From an optimization exercise on the open Yosys and OpenROAD flow, aimed at small area; shortcuts taken in it are not production practice.
Only simulation tests tie the RTL to the original design; equivalence was not proved.
Power and IR drop assume default switching activity.

==> juniper <==
==> flow/design.v <==
module imem_loadable #(
  parameter int ADDR_WIDTH = 8,
  parameter int DATA_WIDTH = 16,
  parameter int DEPTH      = 256
) (
  input  logic                  clk,
  input  logic                  rst_n,
  input  logic                  fetch_en,
  input  logic [ADDR_WIDTH-1:0] address,
  input  logic                  load_start,
  input  logic                  load_stop,
  input  logic                  load_valid,
  input  logic [7:0]            load_byte,
  output logic [DATA_WIDTH-1:0] data,
  output logic                  data_valid,
  output logic                  load_ready,
  output logic                  load_done,
  output logic                  load_overflow,
  output logic                  cpu_hold,
  output logic [ADDR_WIDTH:0]   word_count,
  output logic [7:0]            checksum
);
  logic        load_q;      
  logic        phase_q;     
  logic [7:0]  hi_q;        
  logic [8:0]  ptr_q;
  logic [7:0]  ptrn_q;      
  logic        ovf_q;
  logic        done_q;
  logic        dv_q;
  logic [15:0] data_q;
  logic [15:0] rd;
  logic [7:0]  csum_q;
  logic        leave;
  logic        acc;
  logic        drop;
  logic        wr;
  logic [15:0] wdata;
  assign leave = load_q && load_stop && !load_start;
  assign acc   = load_q && load_valid && !ovf_q && !load_start && !ptr_q[8];
  assign drop  = load_q && load_valid && !ovf_q && !load_start &&  ptr_q[8];
  assign wr    = acc && phase_q;
  assign wdata = {hi_q, load_byte};
  always_ff @(posedge clk or negedge rst_n) begin
    if (!rst_n) begin
      load_q  <= 1'b0;
      phase_q <= 1'b0;
      ptr_q   <= '0;
      ptrn_q  <= '1;
      ovf_q   <= 1'b0;
      done_q  <= 1'b0;
      dv_q    <= 1'b0;
      csum_q  <= '0;
    end else begin
      load_q <= load_start || (load_q && !load_stop);
      done_q <= leave;
      dv_q   <= !load_q && fetch_en;
      if (load_start) begin
        phase_q <= 1'b0;
        ptr_q   <= '0;
        ptrn_q  <= '1;
        ovf_q   <= 1'b0;
        csum_q  <= '0;
      end else begin
        if (leave)
          phase_q <= 1'b0;
        else if (acc)
          phase_q <= !phase_q;
        if (wr) begin
          ptr_q  <= ptr_q + 9'd1;
          ptrn_q <= ptrn_q - 8'd1;
        end
        if (drop)
          ovf_q <= 1'b1;
        if (acc)
          csum_q <= csum_q + load_byte;
      end
    end
  end
  always_ff @(posedge clk) begin
    if (!phase_q)
      hi_q <= load_byte;
  end
  always_ff @(posedge clk) begin
    data_q <= rd;
  end
  logic [15:0] nwlo, nwhi, hlo, hhi, nrlo, nrhi;
  always_comb begin
    for (int k = 0; k < 16; k++) begin
      nwlo[k] = !(wr && (ptr_q[3:0] == 4'(k)));
      nwhi[k] = !(ptr_q[7:4] == 4'(k));
      hlo[k]  = wr && (~ptrn_q[3:0] == 4'(k));
      hhi[k]  = (~ptrn_q[7:4] == 4'(k));
      nrlo[k] = !(address[3:0] == 4'(k));
      nrhi[k] = !(address[7:4] == 4'(k));
    end
  end
  logic [255:0]      we, hold, rsel;
  logic [255:0][15:0] mem, mem_d;
  for (genvar i = 0; i < 256; i++) begin : g_row
    imem_g_nor2  u_we   (.a(nwhi[i/16]), .b(nwlo[i%16]), .y(we[i]));
    imem_g_nand2 u_hold (.a(hhi[i/16]),  .b(hlo[i%16]),  .y(hold[i]));
    imem_g_nor2  u_rsel (.a(nrhi[i/16]), .b(nrlo[i%16]), .y(rsel[i]));
    for (genvar b = 0; b < 16; b++) begin : g_bit
      imem_g_a22o u_d (.a1(mem[i][b]), .a2(hold[i]), .b1(wdata[b]), .b2(we[i]),
                       .y(mem_d[i][b]));
    end
  end
  always_ff @(posedge clk) begin
    mem <= mem_d;
  end
  for (genvar b = 0; b < 16; b++) begin : g_rd
    logic [85:0] t;
    logic [21:0] u;
    logic [5:0]  v;
    logic [1:0]  w;
    for (genvar j = 0; j < 85; j++) begin : g_t
      imem_g_a222oi u_t (.a1(mem[3*j][b]),   .a2(rsel[3*j]),
                         .b1(mem[3*j+1][b]), .b2(rsel[3*j+1]),
                         .c1(mem[3*j+2][b]), .c2(rsel[3*j+2]), .y(t[j]));
    end
    imem_g_nand2 u_t85 (.a(mem[255][b]), .b(rsel[255]), .y(t[85]));
    for (genvar m = 0; m < 21; m++) begin : g_u
      imem_g_nand4 u_u (.a(t[4*m]), .b(t[4*m+1]), .c(t[4*m+2]), .d(t[4*m+3]),
                        .y(u[m]));
    end
    imem_g_nand2 u_u21 (.a(t[84]), .b(t[85]), .y(u[21]));
    for (genvar n = 0; n < 5; n++) begin : g_v
      imem_g_or4 u_v (.a(u[4*n]), .b(u[4*n+1]), .c(u[4*n+2]), .d(u[4*n+3]),
                      .y(v[n]));
    end
    imem_g_or2  u_v5 (.a(u[20]), .b(u[21]), .y(v[5]));
    imem_g_nor3 u_w0 (.a(v[0]), .b(v[1]), .c(v[2]), .y(w[0]));
    imem_g_nor3 u_w1 (.a(v[3]), .b(v[4]), .c(v[5]), .y(w[1]));
    imem_g_nand2 u_o (.a(w[0]), .b(w[1]), .y(rd[b]));
  end
  assign data          = data_q;
  assign data_valid    = dv_q;
  assign load_ready    = load_q && !ovf_q;
  assign load_done     = done_q;
  assign load_overflow = ovf_q;
  assign cpu_hold      = load_q;
  assign word_count    = ptr_q;
  assign checksum      = csum_q;
endmodule
module imem_g_a22o (input logic a1, a2, b1, b2, output logic y);
  assign y = (a1 & a2) | (b1 & b2);
endmodule
module imem_g_a222oi (input logic a1, a2, b1, b2, c1, c2, output logic y);
  assign y = ~((a1 & a2) | (b1 & b2) | (c1 & c2));
endmodule
module imem_g_nand2 (input logic a, b, output logic y);
  assign y = ~(a & b);
endmodule
module imem_g_nand4 (input logic a, b, c, d, output logic y);
  assign y = ~(a & b & c & d);
endmodule
module imem_g_nor2 (input logic a, b, output logic y);
  assign y = ~(a | b);
endmodule
module imem_g_nor3 (input logic a, b, c, output logic y);
  assign y = ~(a | b | c);
endmodule
module imem_g_or2 (input logic a, b, output logic y);
  assign y = a | b;
endmodule
module imem_g_or4 (input logic a, b, c, d, output logic y);
  assign y = a | b | c | d;
endmodule
==> flow/flow/run.sh <==
#!/bin/bash
# Own flow: the standard ORFS layout, but synthesised from a copy of the design
# in which the single-gate imem_g_* modules are instances of sky130hd cells
# (so ABC keeps the hand-built read tree and storage gates as written), and
# with sky130_fd_sc_hd__buf_2 as the port buffer (every port still gets one).
# The registers are checked against the standard synthesis; if they differ
# the standard netlist is used instead.
set -euo pipefail
W=$PWD
R=orfs/results/$FLOW_PLATFORM/imem_loadable/base

# The standard flow's config plus the port buffer cell; layout.sh is standard.sh on it
cp config.mk config_layout.mk
echo 'export BUFFER_PORTS_ARGS = -buffer_cell sky130_fd_sc_hd__buf_2' >> config_layout.mk
sed -e "s#DESIGN_CONFIG=[^ ]*#DESIGN_CONFIG=$W/config_layout.mk#" standard.sh > layout.sh

# 1. standard synthesis (reference for the registers)
bash layout.sh synth > log_synth_standard.txt 2>&1
cp $R/1_2_yosys.v ref_1_2_yosys.v

# 2. synthesis of the gate-mapped copy, in its own work folder
python3 flow/mapcells.py design.v design_mapped.v > log_mapcells.txt 2>&1
sed "s#^export VERILOG_FILES = .*#export VERILOG_FILES = $W/design_mapped.v#" config.mk > config_mapped.mk
sed -e "s#DESIGN_CONFIG=[^ ]*#DESIGN_CONFIG=$W/config_mapped.mk#" \
    -e "s#WORK_HOME=[^ ]*#WORK_HOME=$W/orfs_mapped#" standard.sh > synth_mapped.sh
bash synth_mapped.sh synth > log_synth_mapped.txt 2>&1
M=orfs_mapped/results/$FLOW_PLATFORM/imem_loadable/base/1_2_yosys.v

# 3. same registers? then lay out the mapped netlist
if python3 flow/regs.py ref_1_2_yosys.v $M > log_regs.txt 2>&1; then
  sleep 1
  cp $M $R/1_2_yosys.v
  touch $R/1_2_yosys.v
fi

# 4. the rest of the standard flow
bash layout.sh finish > log_layout.txt 2>&1
==> flow/flow/mapcells.py <==
#!/usr/bin/env python3
"""Rewrite design.v so that each single-gate module imem_g_<kind> is a
sky130hd cell instance instead of a Boolean expression.
usage: mapcells.py IN.v OUT.v"""
import re
import sys

CELLS = {
    "a22o":   ("sky130_fd_sc_hd__a22o_1",   {"a1": "A1", "a2": "A2", "b1": "B1", "b2": "B2", "y": "X"}),
    "a222oi": ("sky130_fd_sc_hd__a222oi_1", {"a1": "A1", "a2": "A2", "b1": "B1", "b2": "B2",
                                             "c1": "C1", "c2": "C2", "y": "Y"}),
    "nand2":  ("sky130_fd_sc_hd__nand2_1",  {"a": "A", "b": "B", "y": "Y"}),
    "nand4":  ("sky130_fd_sc_hd__nand4_1",  {"a": "A", "b": "B", "c": "C", "d": "D", "y": "Y"}),
    "nor2":   ("sky130_fd_sc_hd__nor2_1",   {"a": "A", "b": "B", "y": "Y"}),
    "nor3":   ("sky130_fd_sc_hd__nor3_1",   {"a": "A", "b": "B", "c": "C", "y": "Y"}),
    "or4":    ("sky130_fd_sc_hd__or4_1",    {"a": "A", "b": "B", "c": "C", "d": "D", "y": "X"}),
    "or2":    ("sky130_fd_sc_hd__or2_1",    {"a": "A", "b": "B", "y": "X"}),
}

src = open(sys.argv[1]).read()
seen = set()


def repl(m):
    kind = m.group(1)
    if kind not in CELLS:
        sys.exit(f"mapcells: no cell for imem_g_{kind}")
    seen.add(kind)
    cell, pins = CELLS[kind]
    ins = [p for p in pins if p != "y"]
    conn = ", ".join(f".{pins[p]}({p})" for p in pins)
    return (f"module imem_g_{kind} (input {', '.join(ins)}, output y);\n"
            f"  {cell} g ({conn});\nendmodule")


out, n = re.subn(r"module\s+imem_g_(\w+)\b.*?endmodule", repl, src, flags=re.S)
if n != len(CELLS) or seen != set(CELLS):
    sys.exit(f"mapcells: replaced {n} modules ({sorted(seen)}), expected {sorted(CELLS)}")
open(sys.argv[2], "w").write(out)
print(f"mapcells: mapped {n} gate modules")
==> flow/flow/regs.py <==
#!/usr/bin/env python3
"""Compare the flip-flops (instance name and cell type, drive strength
ignored) of two mapped netlists. usage: regs.py REF.v NEW.v; exit 1 on any
difference."""
import re
import sys


def regs(path):
    r = {}
    for m in re.finditer(r"^\s*(sky130_fd_sc_hd__(?:s?e?df\w*?|dl\w*?))_\d+\s+(\S+)\s*\(",
                         open(path).read(), re.M):
        r[m.group(2)] = m.group(1)
    return r


a, b = regs(sys.argv[1]), regs(sys.argv[2])
print(f"regs: reference {len(a)}, mapped {len(b)}")
if a != b:
    only_a = sorted(set(a) - set(b))[:10]
    only_b = sorted(set(b) - set(a))[:10]
    diff = sorted(k for k in set(a) & set(b) if a[k] != b[k])[:10]
    print("regs: MISMATCH", only_a, only_b, diff)
    sys.exit(1)
print("regs: same names and cell types")
==> flow/standard.sh <==
#!/bin/bash
# synth_recipe.tcl (not shown) runs the flow's synth.tcl, then flattens the netlist and writes it again
# the make line also repeats each setting of config.mk as NAME=value (left out here)
make -C /OpenROAD-flow-scripts/flow DESIGN_CONFIG=/design/flow/config.mk WORK_HOME=/design/flow/orfs CLKGATE_MAP_FILE= SYNTH_SCRIPT=/design/flow/synth_recipe.tcl "${@:-finish}"
==> flow/config.mk <==
export PLATFORM = sky130hd
export DESIGN_NAME = imem_loadable
export DESIGN_NICKNAME = imem_loadable
export VERILOG_FILES = /design/flow/design.v
export SDC_FILE = /design/flow/constraint.sdc
export NUM_CORES = 4
export LEC_CHECK = 0
export CAP_MARGIN = 20
export CORE_MARGIN = 2
export CORE_UTILIZATION = 55
export CTS_BUF_LIST = sky130_fd_sc_hd__clkbuf_16
export CTS_CLUSTER_DIAMETER = 60
export CTS_CLUSTER_SIZE = 24
export GPL_TIMING_DRIVEN = 0
export SETUP_SLACK_MARGIN = 0.5
export SLEW_MARGIN = 20
==> flow/constraint.sdc <==
create_clock -name core_clock -period 5.0 [get_ports {clk}]
set_input_delay 1.0000 -clock core_clock [delete_from_list [all_inputs] [get_ports {clk}]]
set_output_delay 1.0000 -clock core_clock [all_outputs]
set_load 0.01 [all_outputs]
==> inputs of cedar, as changes to juniper <==
--- a/flow/design.v
+++ b/flow/design.v
@@ -28,8 +28,7 @@
   logic        ovf_q;
   logic        done_q;
   logic        dv_q;
-  logic [15:0] data_q;
-  logic [15:0] rd;
+  logic [7:0]  addr_q;
   logic [7:0]  csum_q;
   logic        leave;
   logic        acc;
@@ -82,7 +81,7 @@
       hi_q <= load_byte;
   end
   always_ff @(posedge clk) begin
-    data_q <= rd;
+    addr_q <= address;
   end
   logic [15:0] nwlo, nwhi, hlo, hhi, nrlo, nrhi;
   always_comb begin
@@ -91,8 +90,8 @@
       nwhi[k] = !(ptr_q[7:4] == 4'(k));
       hlo[k]  = wr && (~ptrn_q[3:0] == 4'(k));
       hhi[k]  = (~ptrn_q[7:4] == 4'(k));
-      nrlo[k] = !(address[3:0] == 4'(k));
-      nrhi[k] = !(address[7:4] == 4'(k));
+      nrlo[k] = !(addr_q[3:0] == 4'(k));
+      nrhi[k] = !(addr_q[7:4] == 4'(k));
     end
   end
   logic [255:0]      we, hold, rsel;
@@ -126,15 +125,14 @@
     end
     imem_g_nand2 u_u21 (.a(t[84]), .b(t[85]), .y(u[21]));
     for (genvar n = 0; n < 5; n++) begin : g_v
-      imem_g_or4 u_v (.a(u[4*n]), .b(u[4*n+1]), .c(u[4*n+2]), .d(u[4*n+3]),
-                      .y(v[n]));
+      imem_g_nor4 u_v (.a(u[4*n]), .b(u[4*n+1]), .c(u[4*n+2]), .d(u[4*n+3]),
+                       .y(v[n]));
     end
-    imem_g_or2  u_v5 (.a(u[20]), .b(u[21]), .y(v[5]));
-    imem_g_nor3 u_w0 (.a(v[0]), .b(v[1]), .c(v[2]), .y(w[0]));
-    imem_g_nor3 u_w1 (.a(v[3]), .b(v[4]), .c(v[5]), .y(w[1]));
-    imem_g_nand2 u_o (.a(w[0]), .b(w[1]), .y(rd[b]));
+    imem_g_nor2 u_v5 (.a(u[20]), .b(u[21]), .y(v[5]));
+    imem_g_nand3 u_w0 (.a(v[0]), .b(v[1]), .c(v[2]), .y(w[0]));
+    imem_g_nand3 u_w1 (.a(v[3]), .b(v[4]), .c(v[5]), .y(w[1]));
+    imem_g_or2   u_o  (.a(w[0]), .b(w[1]), .y(data[b]));
   end
-  assign data          = data_q;
   assign data_valid    = dv_q;
   assign load_ready    = load_q && !ovf_q;
   assign load_done     = done_q;
@@ -152,18 +150,18 @@
 module imem_g_nand2 (input logic a, b, output logic y);
   assign y = ~(a & b);
 endmodule
+module imem_g_nand3 (input logic a, b, c, output logic y);
+  assign y = ~(a & b & c);
+endmodule
 module imem_g_nand4 (input logic a, b, c, d, output logic y);
   assign y = ~(a & b & c & d);
 endmodule
 module imem_g_nor2 (input logic a, b, output logic y);
   assign y = ~(a | b);
 endmodule
-module imem_g_nor3 (input logic a, b, c, output logic y);
-  assign y = ~(a | b | c);
+module imem_g_nor4 (input logic a, b, c, d, output logic y);
+  assign y = ~(a | b | c | d);
 endmodule
 module imem_g_or2 (input logic a, b, output logic y);
   assign y = a | b;
 endmodule
-module imem_g_or4 (input logic a, b, c, d, output logic y);
-  assign y = a | b | c | d;
-endmodule
==> flow/flow/run.sh (replaced) <==
#!/bin/bash
# Own flow: the standard ORFS layout, but synthesised from a copy of the design
# in which the single-gate imem_g_* modules are instances of sky130hd cells
# (so ABC keeps the hand-built read tree and storage gates as written).
# The registers are checked against the standard synthesis; if they differ
# the standard netlist is used instead.
set -euo pipefail
W=$PWD
R=orfs/results/$FLOW_PLATFORM/imem_loadable/base

# 1. standard synthesis (reference for the registers)
bash standard.sh synth > log_synth_standard.txt 2>&1
cp $R/1_2_yosys.v ref_1_2_yosys.v

# 2. synthesis of the gate-mapped copy, in its own work folder
python3 flow/mapcells.py design.v design_mapped.v > log_mapcells.txt 2>&1
sed "s#^export VERILOG_FILES = .*#export VERILOG_FILES = $W/design_mapped.v#" config.mk > config_mapped.mk
sed -e "s#DESIGN_CONFIG=[^ ]*#DESIGN_CONFIG=$W/config_mapped.mk#" \
    -e "s#WORK_HOME=[^ ]*#WORK_HOME=$W/orfs_mapped#" standard.sh > synth_mapped.sh
bash synth_mapped.sh synth > log_synth_mapped.txt 2>&1
M=orfs_mapped/results/$FLOW_PLATFORM/imem_loadable/base/1_2_yosys.v

# 3. same registers? then lay out the mapped netlist
if python3 flow/regs.py ref_1_2_yosys.v $M > log_regs.txt 2>&1; then
  sleep 1
  cp $M $R/1_2_yosys.v
  touch $R/1_2_yosys.v
fi

# 4. the rest of the standard flow
bash standard.sh finish > log_layout.txt 2>&1
--- a/flow/flow/mapcells.py
+++ b/flow/flow/mapcells.py
@@ -10,10 +10,10 @@
     "a222oi": ("sky130_fd_sc_hd__a222oi_1", {"a1": "A1", "a2": "A2", "b1": "B1", "b2": "B2",
                                              "c1": "C1", "c2": "C2", "y": "Y"}),
     "nand2":  ("sky130_fd_sc_hd__nand2_1",  {"a": "A", "b": "B", "y": "Y"}),
+    "nand3":  ("sky130_fd_sc_hd__nand3_1",  {"a": "A", "b": "B", "c": "C", "y": "Y"}),
     "nand4":  ("sky130_fd_sc_hd__nand4_1",  {"a": "A", "b": "B", "c": "C", "d": "D", "y": "Y"}),
     "nor2":   ("sky130_fd_sc_hd__nor2_1",   {"a": "A", "b": "B", "y": "Y"}),
-    "nor3":   ("sky130_fd_sc_hd__nor3_1",   {"a": "A", "b": "B", "c": "C", "y": "Y"}),
-    "or4":    ("sky130_fd_sc_hd__or4_1",    {"a": "A", "b": "B", "c": "C", "d": "D", "y": "X"}),
+    "nor4":   ("sky130_fd_sc_hd__nor4_1",   {"a": "A", "b": "B", "c": "C", "d": "D", "y": "Y"}),
     "or2":    ("sky130_fd_sc_hd__or2_1",    {"a": "A", "b": "B", "y": "X"}),
 }
 
==> flow/config.mk (replaced) <==
export PLATFORM = sky130hd
export DESIGN_NAME = imem_loadable
export DESIGN_NICKNAME = imem_loadable
export VERILOG_FILES = /design/flow/design.v
export SDC_FILE = /design/flow/constraint.sdc
export NUM_CORES = 4
export LEC_CHECK = 0
export CAP_MARGIN = 20
export CORE_MARGIN = 2
export CORE_UTILIZATION = 40
export SLEW_MARGIN = 20
==> inputs of delta, as changes to juniper <==
--- a/flow/config.mk
+++ b/flow/config.mk
@@ -12,5 +12,5 @@
 export CTS_CLUSTER_DIAMETER = 60
 export CTS_CLUSTER_SIZE = 24
 export GPL_TIMING_DRIVEN = 0
-export SETUP_SLACK_MARGIN = 0.5
+export SETUP_SLACK_MARGIN = 0.1
 export SLEW_MARGIN = 20
==> inputs of ember, as changes to juniper <==
--- a/flow/config.mk
+++ b/flow/config.mk
@@ -7,10 +7,10 @@
 export LEC_CHECK = 0
 export CAP_MARGIN = 20
 export CORE_MARGIN = 2
-export CORE_UTILIZATION = 55
+export CORE_UTILIZATION = 50
 export CTS_BUF_LIST = sky130_fd_sc_hd__clkbuf_16
-export CTS_CLUSTER_DIAMETER = 60
-export CTS_CLUSTER_SIZE = 24
+export CTS_CLUSTER_DIAMETER = 55
+export CTS_CLUSTER_SIZE = 20
 export GPL_TIMING_DRIVEN = 0
-export SETUP_SLACK_MARGIN = 0.5
+export SETUP_SLACK_MARGIN = 0.3
 export SLEW_MARGIN = 20
==> comparison <==
delta completed, yet does not pass: setup timing. ember produced a clean layout. cedar completed and failed the layout checks on setup timing. juniper completed without violations. First-iteration DRC count: ember is lower than juniper (about 7.5%). Flip-flop and latch count is the same in ember and juniper. In juniper the cell area is smaller than in cedar, by 9.8%. Of ember and cedar, cedar has the higher clock-buffer cell count (gap 269). Between juniper and ember, the lower die area is in juniper (gap about 9%, measured against ember). Of cedar and ember, ember has the higher combinational power (gap about 4%, measured against ember). Global-route usage: cedar < ember < delta < juniper. In area after synthesis, juniper and cedar hardly differ.

-- what the ideal ports hide --
The flow's constraints put no driver on any port. The routed layouts listed below were extracted and timed again, unchanged, in two steps.
Step 1 assumes that a clkbuf_16 drives the clock port and a buf_2 every other input.
Step 2 adds t to the input delays and takes it off the output delays; t is the mean of the earliest and latest rising clock arrival at the registers after step 1. Input paths then give back, and output paths get back, about the clock's delay inside the block.
Slacks: ideal ports / drivers / drivers and shift; pairs: ideal ports / drivers.
run	t, ns	slack for setup (ns)	worst setup path at the end	clock arrival spread, ns	slew at the worst register clock pin (ns)
juniper	1.000	0.178 / 0.136 / -0.864	input to register	0.047 / 0.046	0.10 / 0.10
cedar	1.073	-0.739 / -0.841 / 0.208	input to register	0.071 / 0.071	0.07 / 0.07
delta	1.024	-0.152 / -0.226 / -1.249	input to register	0.049 / 0.049	0.11 / 0.11
ember	1.069	0.087 / 0.121 / -0.948	input to register	0.061 / 0.061	0.09 / 0.09
Met with ideal ports but missed after step 2: setup timing in juniper and ember. For delta, which loses most, drivers alone change the setup slack by -0.074 ns; drivers and shift together by -1.097 ns.
